Background: an optimization exercise with open tools, aiming at small area, a short achievable clock period and few clock cycles per item. Do not read the settings as production practice.
Where RTL was checked, it was by simulation tests only, not by an equivalence proof against the original.
Power is estimated from default activity; no workload was simulated.

## run A
==> flow/design.v (excerpt) <==
module gray_quantizer_with_dither
(
  input  wire logic              clk,
  input  wire logic              rst_n,
  input  wire logic              in_valid,
  output logic                   in_ready,
  input  wire logic [23:0]       in_data,
  output logic                   out_valid,
  input  wire logic              out_ready,
  output logic [8:0]             out_data,
  input  wire logic              psel,
  input  wire logic              penable,
  input  wire logic              pwrite,
  input  wire logic [gqd_pkg::ADDR_W-1:0] paddr,
  input  wire logic [gqd_pkg::DATA_W-1:0] pwdata,
  output logic [gqd_pkg::DATA_W-1:0]      prdata,
  output logic                   pready
);
  logic [gqd_pkg::LVL_W-1:0] levels_r;
  logic                      dither_r;
  logic [gqd_pkg::DIM_W-1:0] width_r;
  logic [gqd_pkg::DIM_W-1:0] height_r;
  logic [7:0]                n_lo;
  logic [2:0]                shift_r;
  logic [6:0]                mul_r;
  gqd_pkg::gqd_reg_t         reg_idx;
  logic                      wr_en;
  assign pready  = 1'b1;
  assign reg_idx = gqd_pkg::gqd_reg_t'(paddr[gqd_pkg::ADDR_W-1:2]);
  assign wr_en   = psel && penable && pwrite;
  always_ff @(posedge clk) begin
    if (!rst_n) begin
      levels_r <= gqd_pkg::LEVELS_RST;
      dither_r <= 1'b0;
      width_r  <= gqd_pkg::WIDTH_RST;
      height_r <= gqd_pkg::HEIGHT_RST;
    end else if (wr_en) begin
      case (reg_idx)
        gqd_pkg::REG_LEVELS: levels_r <= pwdata[gqd_pkg::LVL_W-1:0];
        gqd_pkg::REG_DITHER: dither_r <= pwdata[0];
        gqd_pkg::REG_WIDTH:  width_r  <= pwdata[gqd_pkg::DIM_W-1:0];
        gqd_pkg::REG_HEIGHT: height_r <= pwdata[gqd_pkg::DIM_W-1:0];
        default: begin
        end
      endcase
    end
  end
  logic [2:0] shift_c;
  logic [6:0] mul_c;
  ...
For scale: ~2100 cells after synthesis, roughly 180 flip-flops, roughly 16000 um2 of cells after synthesis.
==> flow/config.mk <==
export PLATFORM = sky130hd
export DESIGN_NAME = gray_quantizer_with_dither
export DESIGN_NICKNAME = gray_quantizer_with_dither
export VERILOG_FILES = /design/flow/design.v
export SDC_FILE = /design/flow/constraint.sdc
export NUM_CORES = 4
export LEC_CHECK = 0
export ABC_AREA = 1
export CAP_MARGIN = 20
export CORE_MARGIN = 2
export CORE_UTILIZATION = 70
export SETUP_SLACK_MARGIN = 4.5
export SLEW_MARGIN = 20
==> flow/constraint.sdc <==
create_clock -name core_clock -period 8.0 [get_ports {clk}]
set_input_delay 1.6000 -clock core_clock [delete_from_list [all_inputs] [get_ports {clk}]]
set_output_delay 1.6000 -clock core_clock [all_outputs]
set_load 0.01 [all_outputs]
run.sh (not shown) runs the stock make flow with config.mk's settings and CLKGATE_MAP_FILE= SYNTH_SCRIPT=/design/flow/synth_recipe.tcl, a recipe that flattens the netlist after the stock synthesis.
Run A finished end to end and its layout was clean on timing, DRC and antenna.
[inputs] run B vs run A
- CTS_BUF_LIST newly set to sky130_fd_sc_hd__clkbuf_4 sky130_fd_sc_hd__clkbuf_8
- CORE_UTILIZATION changed from 70 to 45
- CTS_CLUSTER_SIZE newly set to 40
Notes after the runs:
Cmp run B and run A / total power after layout / lower: run B. Run A ended up with fewer cell instances than run B did. Summary of run B over run A: global routing usage on met3 saw a decrease, final area saw little to no change. Cmp run B vs run A: internal power consumption lower in run B. Static leakage in run B is 0.46% below run A. | routing usage on met1 | run B vs run A | 14 points lower |. Compared with run A, the detailed router inserted fewer vias in run B. Taking run A as the reference point, the clock skew of run B falls by 0.0062 ns. Total routed wirelength (run A / run B): 1.19. Of run B and run A, the run reporting the lower fraction of power consumed by combinational cells was run A.
### run B -> run C
- ABC_AREA: 1 -> unset
- CTS_CLUSTER_SIZE: 40 -> unset
- SETUP_SLACK_MARGIN: 4.5 -> unset
- CTS_BUF_LIST: sky130_fd_sc_hd__clkbuf_4 sky130_fd_sc_hd__clkbuf_8 -> unset
### Flow results
- The final layout from run B, which completed every stage, passed the timing, design-rule and antenna checks at the end of the flow.
- Run C ran to completion and came out clean on the timing, design-rule and antenna checks.
- Number of logic inverters in the finished layout shrinks by more than half when moving from run B to run C.
- Register-to-register slack sits lower in run C than in run B.
- Diff run C..run B | fraction of the mapped netlist area in adder cells | negligible
- Going from run B to run C, global-route usage over all layers shrinks by 2.6 points.
- Against run B, run C comes in 51 um2 lower on sequential cell area in the final layout.
- For run B, the dominant combinational cell family by area after synthesis was simple AND/OR/NAND/NOR gates, unlike run C, where it was adder cells.
- Across both runs, routed wire length on met2 was lower for run C than for run B.
- Looking only at clock network power, and setting everything else aside, the higher value of run C and run B goes to run C.
- Min multi-input combinational cell count across run C and run B: run C
- Compared with run B, run C shows a lower wire length.
- Run B has higher cell area than run C.
No run of this note included a check of the RTL's function; only the layout flow was run.


Another version of the RTL of gray_quantizer_with_dither (not shown whole).
Size: ~1,900 cells after synthesis, ~180 flip-flops, about 110 I/O pins, ~0.015 sq mm of cells after synthesis.
Settings: LEC_CHECK=0, ABC_AREA=1, CAP_MARGIN=20, CORE_MARGIN=2, CORE_UTILIZATION=45, CTS_BUF_LIST=sky130_fd_sc_hd__clkbuf_4 sky130_fd_sc_hd__clkbuf_8, CTS_CLUSTER_SIZE=40, SETUP_SLACK_MARGIN=3.0, SLEW_MARGIN=20; clock period 8.0 ns.
Testbench counts at the start, summed over its fixed seeds: cycles 131,552, pixels 131,072.
Change:
SETUP_SLACK_MARGIN = 4.0   (was 3.0)
Result: The changed run ran to the end with no violations. Via count rose by a few percent. Worst setup slack improves by 0.70 ns. Fmax rose by about a fifth. Synthesized cell count stays the same. Die area does not change. Critical path depth fell by 1. Global-route usage rose by 0.54 points. Final area rose by a little under a tenth. Count of clock-buffer cells in the layout fell by 1. Sequential cell count does not change.
Change:
SETUP_SLACK_MARGIN = 4.5   (was 4.0)
Worst hold slack is worse by 0.0079 ns.
Worst setup slack is better by 0.081 ns.
Clock-buffer cell count goes down by 1.
Non-clock buffer count goes up by 28.
Synthesized area is unchanged.
Cell count goes up by 1.1%.
Change:
ABC_AREA = unset   (was 1)
Hold slack is about the same.
Setup slack improved by 0.023 ns.
Synthesized area stays flat.
Change:
ABC_AREA = 1   (was unset)
SETUP_SLACK_MARGIN = 3.8   (was 4.5)
After rerunning: The changed run finished with timing, DRC and antenna clean; synthesized area hardly moves; worst hold slack hardly moves; register-to-register slack loses 0.07 ns; via count drops by 1.7%; final cell count rises by 6.4%; total power is higher by 15%; global-route usage went down by 2.4 points.
Change:
SETUP_SLACK_MARGIN = 3.5   (was 3.8)
After rerunning:
- setup slack loses 0.25 ns
- hold slack stays flat
- power went down by 1.9%
- utilization shrinks by 0.84 points

[separate check: timing with driven ports]
No port has a modelled driver above. Below, the same layouts with a new extraction and two added sets of constraints.
Step 1 sets driving cells, clkbuf_16 on the clock port and buf_2 on the other inputs (assumed; they add their load-dependent delay and slew).
Step 2 times the ports against the registers' clock, not the clock port: input delays grow and output delays shrink by t, the midpoint of the rising clock arrivals with the driver on.
Slacks: ideal / step 1 / step 2; pairs: ideal / step 1.
run	shift t [ns]	setup WS [ns]	worst setup path at the end	cell pins on the clock port's net
run A	0.509	3.473 / 3.473 / 3.473	register to register	1
run B	0.540	3.860 / 3.860 / 3.860	register to register	1
run C	0.492	2.350 / 2.328 / 2.328	input to output	1
the first run of note 2	0.529	3.188 / 3.165 / 3.165	input to output	1
the second run of note 2	0.516	3.889 / 3.841 / 3.841	input to output	1
the third run of note 2	0.536	3.969 / 3.923 / 3.923	input to output	1
the fourth run of note 2	0.534	3.992 / 3.826 / 3.826	input to output	1
the fifth run of note 2	0.516	3.819 / 3.795 / 3.795	input to output	1
the sixth run of note 2	0.520	3.571 / 3.551 / 3.551	input to output	1
After both steps setup and hold are still met in every run listed. The setup slack of the fourth run of note 2, which loses most, moves by -0.166 ns with the drivers and by -0.166 ns with both steps.
